From an optimization exercise on the open Yosys and OpenROAD flow, aimed at small area, a short achievable clock period and few clock cycles per item; shortcuts taken in it are not production practice. Where RTL was checked, it was by simulation tests only, not by an equivalence proof against the original. Power and IR drop assume default switching activity.

==> inputs of trial 89 <==
## conv_top
module conv_top (
    input  logic        clk,
    input  logic        reset,
    input  logic [7:0]  in_data,
    input  logic [3:0]  in_user,
    input  logic        in_valid,
    output logic        in_ready,
    output logic [20:0] out_data,
    output logic        out_valid,
    input  logic        out_ready
);
==> module conv_sequencer, before the edit <==
module conv_sequencer #(
    parameter int DEPTH = 5
) (
    input  logic        clk,
    input  logic        reset,
    input  logic        in_valid,
    input  logic [3:0]  in_user,
    input  logic        pop,
    output logic        in_ready,
    output logic [15:0] w_en,
    output logic        w_clr,
    output logic        take_b,
    output logic        take_p,
    output logic        win,
    output logic        win4
);
    localparam logic [1:0] PH_W = 2'd0;
    localparam logic [1:0] PH_B = 2'd1;
    localparam logic [1:0] PH_P = 2'd2;
    logic [1:0]  ph;
    logic        rdy_w, rdy_b, rdy_p;
    logic [1:0]  km1;       
    logic        k4;        
    logic [1:0]  wa, wb;    
    logic [2:0]  x, y;
    logic        xok, yok;  
    logic [2:0]  cred;
    logic        take_w, start, last_w;
    logic [1:0]  skm1, ca, cb, kk1, na, nb;
    logic [1:0]  ph_next;
    logic        rdy_next;
    logic [2:0]  cred_next;
    always_comb begin
        take_w = in_valid && rdy_w;
        take_b = in_valid && rdy_b;
        take_p = in_valid && rdy_p;
        start  = in_user[3];
        skm1   = in_user[1:0] - 2'd1;
        for (int t = 0; t < 16; t++)
            w_en[t] = take_w && (start ? (4'(t) == {skm1, skm1}) : (4'(t) == {wa, wb}));
        w_clr  = take_w && start;
        ca     = start ? skm1 : wa;
        cb     = start ? skm1 : wb;
        kk1    = start ? skm1 : km1;
        last_w = (ca == 2'd0) && (cb == 2'd0);
        na     = (cb == 2'd0) ? ca - 2'd1 : ca;
        nb     = (cb == 2'd0) ? kk1 : cb - 2'd1;
        win    = take_p && xok && yok;
        win4   = win && k4;
        ph_next = ph;
        if (take_w && last_w)
            ph_next = PH_B;
        if (take_b)
            ph_next = PH_P;
        if (take_p && x == 3'd7 && y == 3'd7)
            ph_next = PH_W;
        cred_next = cred + {2'b00, win} - {2'b00, pop};
        if (in_valid && rdy_p && xok && yok)
            rdy_next = !k4 && ((pop ? cred : cred + 3'd1) < 3'(DEPTH));
        else
            rdy_next = (pop ? cred - 3'd1 : cred) < 3'(DEPTH);
    end
    always_ff @(posedge clk) begin
        if (reset) begin
            ph       <= PH_W;
            km1      <= '0;
            k4       <= 1'b0;
            wa       <= '0;
            wb       <= '0;
            x        <= '0;
            y        <= '0;
            xok      <= 1'b0;
            yok      <= 1'b0;
            cred     <= '0;
            in_ready <= 1'b1;
            rdy_w    <= 1'b1;
            rdy_b    <= 1'b0;
            rdy_p    <= 1'b0;
        end else begin
            ph       <= ph_next;
            cred     <= cred_next;
            in_ready <= rdy_next;
            rdy_w    <= rdy_next && ph_next == PH_W;
            rdy_b    <= rdy_next && ph_next == PH_B;
            rdy_p    <= rdy_next && ph_next == PH_P;
            if (take_w) begin
                if (start) begin
                    km1 <= skm1;
                    k4  <= skm1 == 2'd3;
                end
                wa <= na;
                wb <= nb;
            end
            if (take_b) begin
                x   <= '0;
                y   <= '0;
                xok <= km1 == 2'd0;
                yok <= km1 == 2'd0;
            end
            if (take_p) begin
                x   <= x + 3'd1;
                xok <= (x == 3'd7) ? km1 == 2'd0 : xok || (x + 3'd1 == {1'b0, km1});
                if (x == 3'd7) begin
                    y   <= y + 3'd1;
                    yok <= yok || (y + 3'd1 == {1'b0, km1});
                end
            end
        end
    end
endmodule
==> flow/config.mk <==
export PLATFORM = sky130hd
export DESIGN_NAME = conv_top
export DESIGN_NICKNAME = conv_top
export VERILOG_FILES = /design/flow/design.v
export SDC_FILE = /design/flow/constraint.sdc
export NUM_CORES = 4
export LEC_CHECK = 0
export ABC_CLOCK_PERIOD_IN_PS = 3000
export CAP_MARGIN = 20
export CORE_MARGIN = 2
export CORE_UTILIZATION = 40
export CTS_CLUSTER_DIAMETER = 120
export CTS_CLUSTER_SIZE = 20
export SLEW_MARGIN = 20
==> flow/constraint.sdc <==
create_clock -name core_clock -period 9.0 [get_ports {clk}]
set_input_delay 1.8000 -clock core_clock [delete_from_list [all_inputs] [get_ports {clk}]]
set_output_delay 1.8000 -clock core_clock [all_outputs]
set_load 0.01 [all_outputs]
standard.sh (not shown) runs the stock make flow with config.mk's settings and CLKGATE_MAP_FILE= SYNTH_SCRIPT=/design/flow/synth_recipe.tcl, a recipe that flattens the netlist after the stock synthesis.
==> flow/flow/run.sh <==
#!/bin/bash
# The standard layout with two changes: Yosys's synth runs without its
# quick ABC pass (-noabc), so the full adders it extracts keep their polarity
# and need fewer inverters (ORFS's own ABC mapping still runs afterwards), and
# timing repair aims at a 3.1 ns path instead of 4 ns. The clock period and
# constraints stay the design's.
set -euo pipefail
W=$(pwd)
sed 's/yosys synth -nofsm -noshare /yosys synth -nofsm -noshare -noabc /' synth_recipe.tcl > "$W/noabc_synth.tcl"
sed "s#SYNTH_SCRIPT=[^ ]*#SYNTH_SCRIPT=$W/noabc_synth.tcl#" standard.sh > "$W/noabc_standard.sh"
grep -q "SYNTH_SCRIPT=$W/noabc_synth.tcl" "$W/noabc_standard.sh"
export SETUP_SLACK_MARGIN=5.9
bash "$W/noabc_standard.sh" > standard.log 2>&1
==> build 19: changes against trial 89 <==
--- a/flow/design.v
+++ b/flow/design.v
@@ -77,32 +77,33 @@
     localparam logic [1:0] PH_W = 2'd0;
     localparam logic [1:0] PH_B = 2'd1;
     localparam logic [1:0] PH_P = 2'd2;
     logic [1:0]  ph;
     logic        rdy_w, rdy_b, rdy_p;
     logic [1:0]  km1;       
     logic        k4;        
     logic [1:0]  wa, wb;    
+    logic [15:0] hot;       
     logic [2:0]  x, y;
     logic        xok, yok;  
     logic [2:0]  cred;
     logic        take_w, start, last_w;
     logic [1:0]  skm1, ca, cb, kk1, na, nb;
     logic [1:0]  ph_next;
     logic        rdy_next;
     logic [2:0]  cred_next;
     always_comb begin
         take_w = in_valid && rdy_w;
         take_b = in_valid && rdy_b;
         take_p = in_valid && rdy_p;
         start  = in_user[3];
         skm1   = in_user[1:0] - 2'd1;
         for (int t = 0; t < 16; t++)
-            w_en[t] = take_w && (start ? (4'(t) == {skm1, skm1}) : (4'(t) == {wa, wb}));
+            w_en[t] = take_w && (start ? (4'(t) == {skm1, skm1}) : hot[t]);
         w_clr  = take_w && start;
         ca     = start ? skm1 : wa;
         cb     = start ? skm1 : wb;
         kk1    = start ? skm1 : km1;
         last_w = (ca == 2'd0) && (cb == 2'd0);
         na     = (cb == 2'd0) ? ca - 2'd1 : ca;
         nb     = (cb == 2'd0) ? kk1 : cb - 2'd1;
         win    = take_p && xok && yok;
@@ -122,16 +123,17 @@
     end
     always_ff @(posedge clk) begin
         if (reset) begin
             ph       <= PH_W;
             km1      <= '0;
             k4       <= 1'b0;
             wa       <= '0;
             wb       <= '0;
+            hot      <= '0;
             x        <= '0;
             y        <= '0;
             xok      <= 1'b0;
             yok      <= 1'b0;
             cred     <= '0;
             in_ready <= 1'b1;
             rdy_w    <= 1'b1;
             rdy_b    <= 1'b0;
@@ -145,16 +147,18 @@
             rdy_p    <= rdy_next && ph_next == PH_P;
             if (take_w) begin
                 if (start) begin
                     km1 <= skm1;
                     k4  <= skm1 == 2'd3;
                 end
                 wa <= na;
                 wb <= nb;
+                for (int t = 0; t < 16; t++)
+                    hot[t] <= 4'(t) == {na, nb};
             end
             if (take_b) begin
                 x   <= '0;
                 y   <= '0;
                 xok <= km1 == 2'd0;
                 yok <= km1 == 2'd0;
             end
             if (take_p) begin
@@ -2081,16 +2085,18 @@
     logic r2_15_0;
     logic r2_15_1;
     logic r2_15_2;
     logic r2_16_0;
     logic r2_16_1;
     logic r2_17_0;
     logic r2_17_1;
     logic r2_18_0;
+    logic r2_19_0;
+    logic r2_20_0;
     assign pp1 = (pix[0] & wgt[0]);
     assign pp2 = (pix[0] & wgt[1]);
     assign pp3 = (pix[0] & wgt[2]);
     assign pp4 = (pix[0] & wgt[3]);
     assign pp5 = (pix[0] & wgt[4]);
     assign pp6 = (pix[0] & wgt[5]);
     assign pp7 = (pix[0] & wgt[6]);
     assign pp8 = ~(pix[0] & wgt[7]);
@@ -3939,16 +3945,18 @@
         r2_15_0 <= m4_c1692;
         r2_15_1 <= m3_c1674;
         r2_15_2 <= m3_s1675;
         r2_16_0 <= m3_c1676;
         r2_16_1 <= m3_s1677;
         r2_17_0 <= m3_c1678;
         r2_17_1 <= m2_s1655;
         r2_18_0 <= m2_c1656;
+        r2_19_0 <= 1'b1;
+        r2_20_0 <= 1'b1;
     end
     assign fs1693 = r2_11_0 ^ r2_11_1;
     assign fc1694 = r2_11_0 & r2_11_1;
     assign fs1695 = r2_12_0 ^ r2_12_1 ^ r2_12_2;
     assign fc1696 = (r2_12_0 & r2_12_1) | (r2_12_0 & r2_12_2) | (r2_12_1 & r2_12_2);
     assign fs1697 = r2_13_0 ^ r2_13_1 ^ r2_13_2;
     assign fc1698 = (r2_13_0 & r2_13_1) | (r2_13_0 & r2_13_2) | (r2_13_1 & r2_13_2);
     assign fs1699 = r2_15_0 ^ r2_15_1;
@@ -3990,20 +3998,20 @@
     assign fs1735 = r2_15_2 ^ extra[15] ^ fs1699;
     assign fc1736 = (r2_15_2 & extra[15]) | (r2_15_2 & fs1699) | (extra[15] & fs1699);
     assign fs1737 = extra[16] ^ fs1701 ^ fc1700;
     assign fc1738 = (extra[16] & fs1701) | (extra[16] & fc1700) | (fs1701 & fc1700);
     assign fs1739 = extra[17] ^ fs1703 ^ fc1702;
     assign fc1740 = (extra[17] & fs1703) | (extra[17] & fc1702) | (fs1703 & fc1702);
     assign fs1741 = r2_18_0 ^ extra[18] ^ fc1704;
     assign fc1742 = (r2_18_0 & extra[18]) | (r2_18_0 & fc1704) | (extra[18] & fc1704);
-    assign fs1743 = 1'b1 ^ extra[19];
-    assign fc1744 = 1'b1 & extra[19];
-    assign fs1745 = 1'b1 ^ extra[20];
-    assign fc1746 = 1'b1 & extra[20];
+    assign fs1743 = r2_19_0 ^ extra[19];
+    assign fc1744 = r2_19_0 & extra[19];
+    assign fs1745 = r2_20_0 ^ extra[20];
+    assign fc1746 = r2_20_0 & extra[20];
     logic [20:0] ra, rb;
     assign ra = {fs1745, fs1743, fs1741, fs1739, fs1737, fs1735, fs1733, fs1731, fs1729, fs1727, fs1725, fs1723, fs1721, fs1719, fs1717, fs1715, fs1713, fs1711, fs1709, fs1707, extra[0]};
     assign rb = {fc1744, fc1742, fc1740, fc1738, fc1736, fc1734, fc1732, fc1730, fc1728, fc1726, fc1724, fc1722, fc1720, fc1718, fc1716, fc1714, fc1712, fc1710, fc1708, fc1706, fs1705};
     assign sum = ra + rb;
 endmodule
 module result_fifo #(
     parameter int DEPTH = 5
 ) (
@@ -4013,17 +4021,16 @@
     input  logic        wr_valid,
     output logic [20:0] rd_data,
     output logic        rd_valid,
     input  logic        rd_ready
 );
     localparam int TD = DEPTH - 1;
     localparam int PW = $clog2(TD);
     logic [20:0]     mem [0:TD-1];
-    logic [20:0]     tail;
     logic [PW-1:0]   wr_ptr, rd_ptr;
     logic [PW:0]     cnt;
     logic            pop, head_free, from_tail, to_tail;
     always_comb begin
         pop       = rd_valid && rd_ready;
         head_free = !rd_valid || pop;
         from_tail = head_free && (cnt != '0);
         to_tail   = wr_valid && !(head_free && cnt == '0);
@@ -4039,28 +4046,21 @@
                 rd_valid <= (cnt != '0) || wr_valid;
             if (to_tail)
                 wr_ptr <= (wr_ptr == PW'(TD - 1)) ? '0 : wr_ptr + 1'b1;
             if (from_tail)
                 rd_ptr <= (rd_ptr == PW'(TD - 1)) ? '0 : rd_ptr + 1'b1;
             cnt <= cnt + (PW+1)'(to_tail) - (PW+1)'(from_tail);
         end
     end
-    always_comb begin
-        tail = mem[0];
-        for (int e = 1; e < TD; e++)
-            if (rd_ptr == PW'(e))
-                tail = mem[e];
-    end
     always_ff @(posedge clk) begin
-        for (int e = 0; e < TD; e++)
-            if (to_tail && wr_ptr == PW'(e))
-                mem[e] <= wr_data;
+        if (to_tail)
+            mem[wr_ptr] <= wr_data;
         if (head_free)
-            rd_data <= (cnt != '0) ? tail : wr_data;
+            rd_data <= (cnt != '0) ? mem[rd_ptr] : wr_data;
     end
 endmodule
 module conv_top (
     input  logic        clk,
     input  logic        reset,
     input  logic [7:0]  in_data,
     input  logic [3:0]  in_user,
     input  logic        in_valid,
@@ -4069,17 +4069,17 @@
     output logic        out_valid,
     input  logic        out_ready
 );
     localparam int DEPTH = 5;
     logic [15:0] w_en;
     logic        w_clr, take_b, take_p, win, win4;
     logic [71:0] pix, wgt;
     logic [7:0]  bias;
-    logic        d0, d1, d2, p0, p1, p2, p3;
+    logic        d0, p0, q0, d1, p1, q1, d2, p2, q2;
     logic [20:0] extra, sum;
     conv_sequencer #(.DEPTH(DEPTH)) u_conv_sequencer (
         .clk      (clk),
         .reset    (reset),
         .in_valid (in_valid),
         .in_user  (in_user),
         .pop      (out_valid && out_ready),
         .in_ready (in_ready),
@@ -4094,53 +4094,57 @@
         .clk     (clk),
         .reset   (reset),
         .in_data (in_data),
         .w_en    (w_en),
         .w_clr   (w_clr),
         .take_b  (take_b),
         .take_p  (take_p),
         .pass2   (p0),
-        .swap    (p0 || p1),
+        .swap    (p0 || q0),
         .pix     (pix),
         .wgt     (wgt),
         .bias    (bias)
     );
     always_ff @(posedge clk) begin
         if (reset) begin
             d0 <= 1'b0;
-            d1 <= 1'b0;
-            d2 <= 1'b0;
             p0 <= 1'b0;
+            q0 <= 1'b0;
+            d1 <= 1'b0;
             p1 <= 1'b0;
+            q1 <= 1'b0;
+            d2 <= 1'b0;
             p2 <= 1'b0;
-            p3 <= 1'b0;
+            q2 <= 1'b0;
         end else begin
             d0 <= win && !win4;
-            d1 <= d0;
-            d2 <= d1;
             p0 <= win4;
+            q0 <= p0;
+            d1 <= d0;
             p1 <= p0;
+            q1 <= q0;
+            d2 <= d1;
             p2 <= p1;
-            p3 <= p2;
+            q2 <= q1;
         end
     end
     conv_mac u_conv_mac (
         .clk   (clk),
         .pix   (pix),
         .wgt   (wgt),
         .bias  (bias),
-        .pass2 (p1),
+        .pass2 (q0),
         .extra (extra),
         .sum   (sum)
     );
     always_ff @(posedge clk)
         extra <= sum & {21{p2}};
     result_fifo #(.DEPTH(DEPTH)) u_result_fifo (
         .clk      (clk),
         .reset    (reset),
         .wr_data  (sum),
-        .wr_valid (d2 || p3),
+        .wr_valid (d2 || q2),
         .rd_data  (out_data),
         .rd_valid (out_valid),
         .rd_ready (out_ready)
     );
 endmodule
==> flow/run.sh (new file) <==
#!/bin/bash
# synth_recipe.tcl (not shown) runs the flow's synth.tcl, then flattens the netlist and writes it again
# the make line also repeats each setting of config.mk as NAME=value (left out here)
make -C /OpenROAD-flow-scripts/flow DESIGN_CONFIG=/design/flow/config.mk WORK_HOME=/design/flow/orfs CLKGATE_MAP_FILE= SYNTH_SCRIPT=/design/flow/synth_recipe.tcl finish
- CTS_CLUSTER_DIAMETER: 120 -> default
- CTS_CLUSTER_SIZE: 20 -> default
- SETUP_SLACK_MARGIN: default -> 5
removed: flow/flow/run.sh
removed: flow/standard.sh
==> build 60: changes against trial 89 <==
--- a/flow/design.v
+++ b/flow/design.v
@@ -77,32 +77,33 @@
     localparam logic [1:0] PH_W = 2'd0;
     localparam logic [1:0] PH_B = 2'd1;
     localparam logic [1:0] PH_P = 2'd2;
     logic [1:0]  ph;
     logic        rdy_w, rdy_b, rdy_p;
     logic [1:0]  km1;       
     logic        k4;        
     logic [1:0]  wa, wb;    
+    logic [15:0] hot;       
     logic [2:0]  x, y;
     logic        xok, yok;  
     logic [2:0]  cred;
     logic        take_w, start, last_w;
     logic [1:0]  skm1, ca, cb, kk1, na, nb;
     logic [1:0]  ph_next;
     logic        rdy_next;
     logic [2:0]  cred_next;
     always_comb begin
         take_w = in_valid && rdy_w;
         take_b = in_valid && rdy_b;
         take_p = in_valid && rdy_p;
         start  = in_user[3];
         skm1   = in_user[1:0] - 2'd1;
         for (int t = 0; t < 16; t++)
-            w_en[t] = take_w && (start ? (4'(t) == {skm1, skm1}) : (4'(t) == {wa, wb}));
+            w_en[t] = take_w && (start ? (4'(t) == {skm1, skm1}) : hot[t]);
         w_clr  = take_w && start;
         ca     = start ? skm1 : wa;
         cb     = start ? skm1 : wb;
         kk1    = start ? skm1 : km1;
         last_w = (ca == 2'd0) && (cb == 2'd0);
         na     = (cb == 2'd0) ? ca - 2'd1 : ca;
         nb     = (cb == 2'd0) ? kk1 : cb - 2'd1;
         win    = take_p && xok && yok;
@@ -122,16 +123,17 @@
     end
     always_ff @(posedge clk) begin
         if (reset) begin
             ph       <= PH_W;
             km1      <= '0;
             k4       <= 1'b0;
             wa       <= '0;
             wb       <= '0;
+            hot      <= '0;
             x        <= '0;
             y        <= '0;
             xok      <= 1'b0;
             yok      <= 1'b0;
             cred     <= '0;
             in_ready <= 1'b1;
             rdy_w    <= 1'b1;
             rdy_b    <= 1'b0;
@@ -145,16 +147,18 @@
             rdy_p    <= rdy_next && ph_next == PH_P;
             if (take_w) begin
                 if (start) begin
                     km1 <= skm1;
                     k4  <= skm1 == 2'd3;
                 end
                 wa <= na;
                 wb <= nb;
+                for (int t = 0; t < 16; t++)
+                    hot[t] <= 4'(t) == {na, nb};
             end
             if (take_b) begin
                 x   <= '0;
                 y   <= '0;
                 xok <= km1 == 2'd0;
                 yok <= km1 == 2'd0;
             end
             if (take_p) begin
==> flow/flow/run.sh (replaced) <==
#!/bin/bash
# The standard layout with two changes: Yosys's synth runs without its
# quick ABC pass (-noabc), so the full adders it extracts keep their polarity
# and need fewer inverters (ORFS's own ABC mapping still runs afterwards), and
# timing repair aims at a 3.5 ns path instead of 4 ns. The clock period and
# constraints stay the design's.
set -euo pipefail
W=$(pwd)
sed 's/yosys synth -nofsm -noshare /yosys synth -nofsm -noshare -noabc /' synth_recipe.tcl > "$W/noabc_synth.tcl"
sed "s#SYNTH_SCRIPT=[^ ]*#SYNTH_SCRIPT=$W/noabc_synth.tcl#" standard.sh > "$W/noabc_standard.sh"
grep -q "SYNTH_SCRIPT=$W/noabc_synth.tcl" "$W/noabc_standard.sh"
export SETUP_SLACK_MARGIN=5.5
bash "$W/noabc_standard.sh" > standard.log 2>&1
==> key figures <==
Route
  • Routed wl met2: 46,800 um
  • Via-to-Cell Ratio: between 5 and 6

Pwr
  • Clock power frac: 0.144

Final layout
  • Fill count: 9,675
  • Post-route insts no fill: 4,648
  • Cell area after layout: 0.0461 mm2

Clock tree
  • Clk sinks: 776

Global routing
  • Gr usage total: 0.195

Outcome
  • Status: timing/DRC/antenna clean

STA
  • Max Freq: 288 MHz

Synth
  • Post-synth top cells: fa_1, and2_1, edfxtp_1
the above is filed under build 60

==> key figures <==
Pwr
  • Clock power frac: 0.143

Outcome
  • Status: timing/DRC/antenna clean

Clock tree
  • Setup Buffers After CTS: between 70 and 80
  • Clk sinks: 760

Synth
  • Post-synth EDFFs: about 470

Global routing
  • Gr usage total: 0.199

Die
  • Die span in x: 325 um
  • Rows: 117

Final layout
  • Cell area after layout: 0.0459 mm2
  • Fill count: between 9,000 and 10,000

Route
  • Routed wl met2: 47,300 um
  • Via-to-Cell Ratio: 5.13

STA
  • Max Freq: 322 MHz
the above is filed under trial 89

==> key figures <==
Outcome
  • Status: timing/DRC/antenna clean

Final layout
  • Post-route insts no fill: 5,070
  • Top Registers: u_conv_loader.sr x224, u_conv_loader.w x128, u_result_fifo.mem x84
  • Ratio of cells with drive above 1 in the final layout: 0.0690
  • Cell area after layout: 0.0479 mm2
  • Fill count: 9,824
  • Synth-to-Final Area Change: 10.6%

Worst setup path
  • Crit. End Element: register

STA
  • Worst-margin pin slew: between 1000 and 1500 ps
  • Max Freq: between 200 and 300 MHz
  • Crit share post-route: 0.436

Global routing
  • Pin count of the biggest net entering global routing: 169
  • Initial antenna violation count: 2

Die
  • CORE AREA: 0.107 mm2

Synth
  • Most numerous cell in the Yosys netlist: inv_1

Route
  • Routed wl met2: 45,800 um

Clock tree
  • Clk sinks: between 700 and 800

Place
  • Port Buffer Count: 37

Min path
  • Hold endpoint: u_conv_mac.r2_0_0

Pwr
  • Clock power frac: 0.212
the above is filed under build 19

Testbench counts of trial 89, summed over its fixed seeds: cycles 10,425, frames 128.
Testbench counts of build 60, summed over its fixed seeds: cycles 10,425, frames 128.
The RTL of build 19 was laid out without a check of its function.

-- separate check: timing with driven ports --
In the flow no input, the clock included, has a driving cell. The finished layouts below were timed again as built, in two steps. Step 1 sets driving cells, clkbuf_16 on the clock port and buf_2 on the other inputs (assumed; they add their load-dependent delay and slew). Step 2 times the ports against the registers' clock, not the clock port: input delays grow and output delays shrink by t, the midpoint of the rising clock arrivals with the driver on. Three values: no drivers, after step 1, after step 2; two values: the first two.
run	shift t [ns]	setup WS [ns]	worst slew at a driven data input, ns
trial 89	0.681	5.892 / 5.892 / 5.305	0.06
build 19	0.700	5.077 / 5.117 / 4.417	0.03
build 60	0.684	5.526 / 5.558 / 4.892	0.04
After both steps setup and hold are still met in every run listed. The setup slack of build 19, which loses most, moves by +0.040 ns with the drivers and by -0.660 ns with both steps.
